What follows belongs to an exercise in optimizing a design on an open flow for small area, a short achievable clock period and few clock cycles per item; a production flow would make more cautious choices. Function was checked by simulation only, so behaviour that the tests miss may differ from the original.

==> run K <==
// hsl_to_rgb_converter
module hsl_to_rgb_converter #(
    parameter int unsigned FRAC_BITS = hsl2rgb_pkg::FRAC_BITS_DEF
) (
    input  logic             i_clk,
    input  logic             i_rst_n,
    input  logic             i_pix_valid,
    output logic             i_pix_ready,
    input  logic [hsl2rgb_pkg::HUE_W-1:0] i_pix_hue,
    input  logic [hsl2rgb_pkg::SL_W-1:0]  i_pix_saturation,
    input  logic [hsl2rgb_pkg::SL_W-1:0]  i_pix_lightness,
    output logic             o_pix_valid,
    input  logic             o_pix_ready,
    output logic [hsl2rgb_pkg::CH_W-1:0]  o_pix_red,
    output logic [hsl2rgb_pkg::CH_W-1:0]  o_pix_green,
    output logic [hsl2rgb_pkg::CH_W-1:0]  o_pix_blue
);
export LEC_CHECK = 0
export ABC_AREA = 1
export CAP_MARGIN = 20
export CORE_MARGIN = 2
export CORE_UTILIZATION = 65
export PLACE_DENSITY = 0.85
export SETUP_SLACK_MARGIN = 4.4
export SLEW_MARGIN = 20
export SYNTH_HIERARCHICAL = 1
create_clock -name core_clock -period 8.0 [get_ports {i_clk}]
run.sh (not shown) runs the stock make flow with config.mk's settings and CLKGATE_MAP_FILE= SYNTH_SCRIPT=/design/flow/synth_recipe.tcl, a recipe that flattens the netlist after the stock synthesis.
==> run R: changes against run K <==
- CORE_UTILIZATION: 65 -> 55
- PLACE_DENSITY: 0.85 -> 0.75
- SETUP_SLACK_MARGIN: 4.4 -> 4.7
==> key figures <==
Status
  – Status: timing/DRC/antenna clean

CTS
  – Num CTS Buffers: 44

Floorplan
  – # rows: 77
  – Core box area: 44200 µm²

Critical path
  – Logic depth of the worst register-to-register path: 7

Global routing
  – Vias in the first global route: 21900

Finish
  – Fin cells: 3661
  – Fraction of area in registers: 36.7%
[end of results for run K]
==> key figures <==
Status
  – Status: timing/DRC/antenna clean

Global routing
  – Vias in the first global route: 21800

Critical path
  – Logic depth of the worst register-to-register path: 8

Floorplan
  – Core box area: 52400 µm²
  – # rows: 84
[end of results for run R]
Testbench counts of run K, summed over its fixed seeds: cycles 32,048, items 32,000.
Testbench counts of run R, summed over its fixed seeds: cycles 32,048, items 32,000.

* * *

==> v36 <==
Another version of the RTL of hsl_to_rgb_converter (not shown whole).
Settings: LEC_CHECK=0, ABC_AREA=1, CAP_MARGIN=20, CORE_MARGIN=2, CORE_UTILIZATION=55, PLACE_DENSITY=0.75, SETUP_SLACK_MARGIN=4.6, SLEW_MARGIN=20, SYNTH_HIERARCHICAL=1; clock period 8.0 ns.
==> v23 (differences from v36) <==
ABC_AREA = 0   (was 1)
SETUP_SLACK_MARGIN = 4.9   (was 4.6)
==> flow_summary_export.csv <==
group,metric,value,unit
synthesis,synth_fa_ha_area_share,20.1,%
grt,grt_pass1_vias,20800,
synthesis,synth_cell_type_count,82,
finish,drive_above_1_share,14.4,%
synthesis,synth-xor-area-share,11.5,%
finish,seq_area,13100,um^2
finish,n_antenna_cell,0,
outcome,status,"complete, no violations",
synthesis,synth_top_area_share,43.3,%
finish,clock_buffer_count,61,
routing,viasPerCell,6.04,
-- figures above: v23

==> flow_summary_export.csv <==
group,metric,value,unit
hold_path,hp-start,"r2_y_72_956$_DFFE_PN_",
finish,drive_above_1_share,4.95,%
finish,seq_area,13100,um^2
synthesis,synth-xor-area-share,10.2,%
synthesis,synth_cell_type_count,50,
critical_path,endpoint_kind,"flip-flop",
outcome,status,"complete, no violations",
routing,viasPerCell,5.73,
finish,clock_buffer_count,57,
synthesis,synth_fa_ha_area_share,19.5,%
grt,grt_pass1_vias,22500,
-- figures above: v36

Testbench counts of v36, summed over its fixed seeds: cycles 32,048, items 32,000.
Testbench counts of v23, summed over its fixed seeds: cycles 32,048, items 32,000.

* * *

==> inputs of 01-04 <==
hsl_to_rgb_converter with an RTL version that a note above also has.
Design hsl_to_rgb_converter, start of the top module:
module hsl_to_rgb_converter #(
    parameter int unsigned FRAC_BITS = hsl2rgb_pkg::FRAC_BITS_DEF
) (
    input  logic             i_clk,
    input  logic             i_rst_n,
    input  logic             i_pix_valid,
    output logic             i_pix_ready,
    input  logic [hsl2rgb_pkg::HUE_W-1:0] i_pix_hue,
    input  logic [hsl2rgb_pkg::SL_W-1:0]  i_pix_saturation,
    input  logic [hsl2rgb_pkg::SL_W-1:0]  i_pix_lightness,
    output logic             o_pix_valid,
    input  logic             o_pix_ready,
    output logic [hsl2rgb_pkg::CH_W-1:0]  o_pix_red,
    output logic [hsl2rgb_pkg::CH_W-1:0]  o_pix_green,
    output logic [hsl2rgb_pkg::CH_W-1:0]  o_pix_blue
);
==> flow/config.mk <==
export PLATFORM = sky130hd
export DESIGN_NAME = hsl_to_rgb_converter
export DESIGN_NICKNAME = hsl_to_rgb_converter
export VERILOG_FILES = /design/flow/design.v
export SDC_FILE = /design/flow/constraint.sdc
export NUM_CORES = 4
export LEC_CHECK = 0
export ABC_AREA = 1
export CAP_MARGIN = 20
export CORE_MARGIN = 2
export CORE_UTILIZATION = 55
export PLACE_DENSITY = 0.75
export SETUP_SLACK_MARGIN = 4.4
export SLEW_MARGIN = 20
export SYNTH_HIERARCHICAL = 1
==> flow/constraint.sdc <==
create_clock -name core_clock -period 8.0 [get_ports {i_clk}]
set_input_delay 1.6000 -clock core_clock [delete_from_list [all_inputs] [get_ports {i_clk}]]
set_output_delay 1.6000 -clock core_clock [all_outputs]
set_load 0.01 [all_outputs]
==> inputs of 01-24, as changes to 01-04 <==
Settings changed: CORE_UTILIZATION 55 to 45, PLACE_DENSITY 0.75 to 0.6.
==> inputs of 11-20, as changes to 01-04 <==
Settings changed: CTS_BUF_LIST from default to sky130_fd_sc_hd__clkbuf_4.
==> qor summary <==
metric                                                                       01-24           11-20           01-04
Result of the run                                                   finished clean  finished clean  finished clean
Met3 usage in global routing                                                 3.22%           4.29%           3.37%
Non-clock buffering overhead in the final layout                             4.13%           4.42%           3.35%
Net count reported at finish                                                  3459            3519            3415
Global-route wire length before repair                                      119 mm          116 mm          114 mm
Layout-stage area growth over the synthesis result                           13.2%           11.9%           11.1%
Worst Setup SP                                                        r3_c_348_384    r3_c_348_385    r3_c_348_381
Ant. Diodes                                                                      0               1               1
Source-to-sink clock delay at the later pin of the worst-skew pair         0.59 ns         0.89 ns         0.60 ns
First-pass DRT Iterations                                                        6               7               5
Number of cells on the critical path                                             7               8               7
Clock Skew                                                               0.0294 ns        0.102 ns       0.0380 ns
Number of vias per cell after detailed routing                                5.40            5.68            5.68
GR met2 Demand/Resource                                                      37.9%           46.9%           46.7%
Relative area of clock buffers and inverters in the final design             4.51%           3.80%           4.32%
Number of placed cells counting well taps                                     3757            3586            3586
1st-iter DRT viols                                                            1615            1609            1535
Arrival @ worst endpoint                                                   3.92 ns         4.19 ns         3.86 ns
Number of buffers outside the clock class in the layout                        156             163             118
Worst setup path endpoint                                               r4_hrs_836      r4_hrs_834      r4_hrs_835
Testbench counts of 01-04, summed over its fixed seeds: cycles 32,048, items 32,000.
Testbench counts of 01-24, summed over its fixed seeds: cycles 32,048, items 32,000.
Testbench counts of 11-20, summed over its fixed seeds: cycles 32,048, items 32,000.

## re-timing with driven ports
Ports are ideal in the flow. The routed layouts listed here were re-timed in OpenROAD.
Step 1 sets driving cells, clkbuf_16 on the clock port and buf_2 on the other inputs (assumed; they add their load-dependent delay and slew).
Step 2, shift: input delay + t, output delay - t, t = (earliest + latest rising clock arrival at the registers) / 2. This alone moves slack from input paths to output paths.
Three values: no drivers, after step 1, after step 2; two values: the first two.
| run | t (ns) | slack for setup (ns) | cell pins on the clock port's net |
|---|---|---|---|
| run K | 0.656 | 4.362 / 4.362 / 4.362 | 1 |
| run R | 0.659 | 4.425 / 4.425 / 4.425 | 1 |
| v36 | 0.651 | 4.598 / 4.598 / 4.589 | 1 |
| v23 | 0.641 | 4.437 / 4.437 / 4.437 | 1 |
| 01-04 | 0.641 | 4.450 / 4.450 / 4.450 | 1 |
| 01-24 | 0.639 | 4.405 / 4.405 / 4.405 | 1 |
| 11-20 | 0.887 | 4.364 / 4.364 / 4.364 | 1 |
After both steps setup and hold are still met in every run listed. The setup slack of v36, which loses most, moves by 0.000 ns with the drivers and by -0.009 ns with both steps.
